From an optimization exercise on the open Yosys and OpenROAD flow, aimed at small area, a short achievable clock period and few clock cycles per item; shortcuts taken in it are not production practice.
The RTL was checked by simulation tests, not by an equivalence proof against the original design.
Power figures rest on the tool's default switching activity, not on a simulated workload.

run A:
// admm_top
module admm_top (
    input  logic        clk,
    input  logic        rst,
    input  logic        chipselect,
    input  logic        read,
    input  logic        write,
    input  logic [7:0]  addr,
    input  logic [31:0] writedata,
    output logic [31:0] readdata
);
Size: about 1200 flip-flops, roughly 0.059 mm^2 of cells after synthesis.
clock: 13.0 ns
lec_check: 0
cap_margin: 20
core_margin: 2
core_utilization: 40
cts_buf_list: sky130_fd_sc_hd__clkbuf_8
slew_margin: 20
standard.sh (not shown) runs the stock make flow with config.mk's settings and CLKGATE_MAP_FILE= SYNTH_SCRIPT=/design/flow/synth_recipe.tcl, a recipe that flattens the netlist after the stock synthesis.
==> flow/flow/run.sh <==
#!/bin/bash
# Standard layout, with timing repair aiming for extra setup slack so the
# critical paths are sized for a shorter period than the 13 ns constraint.
set -euo pipefail
bash standard.sh finish SETUP_SLACK_MARGIN=8 > flow_make.log 2>&1
Testbench counts of run A, summed over its fixed seeds: cycles 12,724, solves 192.
Inputs modified between run A and run B:
- CTS_BUF_LIST removed (was sky130_fd_sc_hd__clkbuf_8)
--- a/flow/flow/run.sh
+++ b/flow/flow/run.sh
@@ -5 +5 @@
-bash standard.sh finish SETUP_SLACK_MARGIN=8 > flow_make.log 2>&1
+bash standard.sh finish SETUP_SLACK_MARGIN=9 > flow_make.log 2>&1
--- outcome ---
Run B against run A: sequential share of cell area shows a reduction of 3.9 points, highest clock rate shows an increase of about 20%, detailed route wirelength on metal2 shows an increase of about 10%.
Between run A and run B, the flow reports global placer's final weighted congestion decreasing slightly.
Here is what was changed in the inputs of run C compared with run B.
- setting CTS_BUF_LIST to sky130_fd_sc_hd__clkbuf_8 for the first time
--- a/flow/flow/run.sh
+++ b/flow/flow/run.sh
@@ -5 +5 @@
-bash standard.sh finish SETUP_SLACK_MARGIN=9 > flow_make.log 2>&1
+bash standard.sh finish SETUP_SLACK_MARGIN=8.5 > flow_make.log 2>&1
Results
The post-route clock period utilization number comes out lower for run B vs run C.
The synthesized cell count of run B and that of run C are within noise of each other.
Between run C and run B, met2 capacity usage during global routing is lower for run C, run B comes in above that.

========
## yarrow
Another version of the RTL of admm_top (not shown whole).
Size in the first run: ~5500 cells after synthesis, roughly 0.060 mm² of cells after synthesis.
clock: 13.0 ns
lec_check: 0
cap_margin: 20
core_margin: 2
core_utilization: 40
slew_margin: 20
==> flow/flow/run.sh <==
#!/bin/bash
# Standard layout, with timing repair aiming for extra setup slack so the
# critical paths are sized for a shorter period than the 13 ns constraint.
set -euo pipefail
bash standard.sh finish SETUP_SLACK_MARGIN=8.6 > flow_make.log 2>&1
Testbench counts of yarrow, summed over its fixed seeds: cycles 12,724, solves 192.
Setup changes, yarrow to lagoon
==> flow/flow/run.sh <==
#!/bin/bash
# Standard layout, with timing repair aiming for extra setup slack so the
# critical paths are sized for a shorter period than the 13 ns constraint.
set -euo pipefail
bash standard.sh finish SETUP_SLACK_MARGIN=8.75 > flow_make.log 2>&1
### Flow results
On sequential share of layout area, the higher figure sits with yarrow, not lagoon. Slowest cell on the critical path: dfrtp_4 -> lagoon, a32oi_4 -> yarrow. Taking yarrow over lagoon, the post-CTS resize count ratio works out to 0.61. lagoon vs. yarrow: count of clock-buffer cells in the layout dropped 3.8%; count of plain and timing-repair buffers higher; total sequential power closely matched the old numbers; first-iteration DRC count now larger; register area comparable. lagoon vs yarrow: total number of nets in the final design up slightly. On share of cell area taken by multi-input logic gates, yarrow and lagoon are basically level. For yarrow, the worst setup path endpoint was u_solver.rd_lo[12], unlike lagoon, where it was u_solver.q2_x[1][2]. NOTE: post-layout instance count excluding filler cells in lagoon exceeds that of yarrow. Total wirelength of the detailed-routed design (higher): lagoon.

========
Setup of branch garnet:
Another version of the RTL of admm_top (not shown whole).
Size in the first run: roughly 5600 cells after synthesis, roughly 1200 flip-flops, roughly 0.061 sq mm of cells after synthesis.
export LEC_CHECK = 0
export CAP_MARGIN = 20
export CORE_MARGIN = 2
export CORE_UTILIZATION = 40
export SLEW_MARGIN = 20
create_clock -name core_clock -period 13.0 [get_ports {clk}]
==> flow/flow/run.sh <==
#!/bin/bash
# Standard layout, with timing repair aiming for extra setup slack so the
# critical paths are sized for a shorter period than the 13 ns constraint.
set -euo pipefail
bash standard.sh finish SETUP_SLACK_MARGIN=8.5 > flow_make.log 2>&1
Testbench counts of branch garnet, summed over its fixed seeds: cycles 12,724, solves 192.
Relative to branch garnet, the following input files were edited for branch ember:
# branch garnet
export LEC_CHECK = 0
export CAP_MARGIN = 20
export CORE_MARGIN = 2
export CORE_UTILIZATION = 40
export SLEW_MARGIN = 20
create_clock -name core_clock -period 13.0 [get_ports {clk}]
# branch ember
export LEC_CHECK = 0
export CAP_MARGIN = 20
export CORE_MARGIN = 2
export CORE_UTILIZATION = 40
export CTS_BUF_LIST = sky130_fd_sc_hd__clkbuf_8
export SLEW_MARGIN = 20
create_clock -name core_clock -period 13.0 [get_ports {clk}]
## What came out
Between branch garnet and branch ember, the total number of multi-input combinational cells figures differ only marginally.
branch ember against branch garnet: worst-case reg-to-reg path depth moved up; sequential power ~0 delta; met2 usage in global routing lost 0.38 points.
Comparing branch garnet with branch ember, the global-route wire length before repair came out essentially unchanged.
From branch garnet to branch ember the numbers moved as follows: global-route usage over all layers roughly the same; total power lower.

========
== build 98 ==
RTL: one of the versions met above, not the one the previous note started from.
For scale: about 5400 cells after synthesis, ~1200 flip-flops, roughly 77 I/O pins, ~0.059 mm2 of cells after synthesis.
Design admm_top, start of the top module:
module admm_top (
    input  logic        clk,
    input  logic        rst,
    input  logic        chipselect,
    input  logic        read,
    input  logic        write,
    input  logic [7:0]  addr,
    input  logic [31:0] writedata,
    output logic [31:0] readdata
);
==> flow/config.mk <==
export PLATFORM = sky130hd
export DESIGN_NAME = admm_top
export DESIGN_NICKNAME = admm_top
export VERILOG_FILES = /design/flow/design.v
export SDC_FILE = /design/flow/constraint.sdc
export NUM_CORES = 4
export LEC_CHECK = 0
export CAP_MARGIN = 5
export CORE_MARGIN = 2
export CORE_UTILIZATION = 40
export CTS_BUF_LIST = sky130_fd_sc_hd__clkbuf_8
export SLEW_MARGIN = 5
==> flow/constraint.sdc <==
create_clock -name core_clock -period 13.0 [get_ports {clk}]
set_input_delay 2.6000 -clock core_clock [delete_from_list [all_inputs] [get_ports {clk}]]
set_output_delay 2.6000 -clock core_clock [all_outputs]
set_load 0.01 [all_outputs]
Scripts as last shown in full above: flow/flow/run.sh
Build 98: flow completed, timing, DRC and antenna clean
Testbench counts of build 98, summed over its fixed seeds: cycles 12,724, solves 192.
Relative to build 98, the following input files were edited for build 58:
- SLEW_MARGIN: 5 -> 20
- CAP_MARGIN: 5 -> 20
- CTS_BUF_LIST: sky130_fd_sc_hd__clkbuf_8 -> unset
--- a/flow/flow/run.sh
+++ b/flow/flow/run.sh
@@ -5 +5 @@
-bash standard.sh finish SETUP_SLACK_MARGIN=8.5 > flow_make.log 2>&1
+bash standard.sh finish SETUP_SLACK_MARGIN=8.75 > flow_make.log 2>&1
==> comparison <==
Build 58 finished end to end and its layout was clean on timing, DRC and antenna. Build 98: no failed stages, no open violations at the end. From build 98 to build 58 the numbers moved as follows: combinational group share of total power comparable; worst clock skew now smaller; post-layout total power now larger; post-synthesis register bit count comparable; worst-case vdd ir drop now larger. Lower final critical-path required period was reported by build 58, not build 98. Comparing build 98 and build 58, the lower fraction of cell area in non-clock buffers is on build 98. Build 58 improves on build 98 in final worst setup slack. Taking build 98 as the reference point, the cell depth of the worst setup path of build 58 rises by 3. In the flow results for build 98 and build 58, the overall fraction of global-route tracks in use is smaller on build 98. In the route summary, build 58 ends up with a via count exceeding that of build 98.
Here is what was changed in the inputs of build 83 compared with build 58.
--- a/flow/flow/run.sh
+++ b/flow/flow/run.sh
@@ -5 +5 @@
-bash standard.sh finish SETUP_SLACK_MARGIN=8.75 > flow_make.log 2>&1
+bash standard.sh finish SETUP_SLACK_MARGIN=8.5 > flow_make.log 2>&1
### Flow results
The net switching component of the power of build 83 falls short of that of build 58 by about 2.5%.
On cell count: between build 83 and build 58, it ends up lower for build 83.
Between build 83 and build 58, it is build 83 whose global-route wire length before repair is lower, by 12000 um.
Delta (build 83 minus build 58): fraction of power consumed by sequential logic higher; share of total power in the clock network higher.

-- afterwards: timing with drivers on the ports --
How much do the figures lean on ideal ports? The routed layouts below were timed once more, with nothing changed but the port constraints.
Step 1 assumes that a clkbuf_16 drives the clock port and a buf_2 every other input.
Step 2 moves the port delays by t, midway between the first and last clock arrival at a register: inputs arrive t later, outputs are due t later. That takes back most of the time a late clock gives input paths.
Three values: ideal, step 1, step 2; two values: the first two.
run | t, ns | setup WS [ns] | pins driven straight from the clock port
run A | 1.006 | 7.787 / 7.814 / 6.808 | 1
run B | 0.837 | 8.697 / 8.532 / 7.695 | 1
run C | 0.978 | 8.409 / 8.414 / 7.436 | 1
yarrow | 0.853 | 8.463 / 8.455 / 7.602 | 1
lagoon | 0.885 | 8.472 / 8.448 / 7.563 | 1
branch garnet | 0.849 | 8.325 / 8.350 / 7.501 | 1
branch ember | 0.990 | 8.201 / 8.222 / 7.233 | 1
build 98 | 1.002 | 8.331 / 8.358 / 7.355 | 1
build 58 | 0.855 | 8.680 / 8.544 / 7.689 | 1
build 83 | 0.855 | 8.371 / 8.290 / 7.434 | 1
After both steps setup and hold are still met in every run listed. For run B, which loses most, drivers alone change the setup slack by -0.165 ns; drivers and shift together by -1.002 ns.
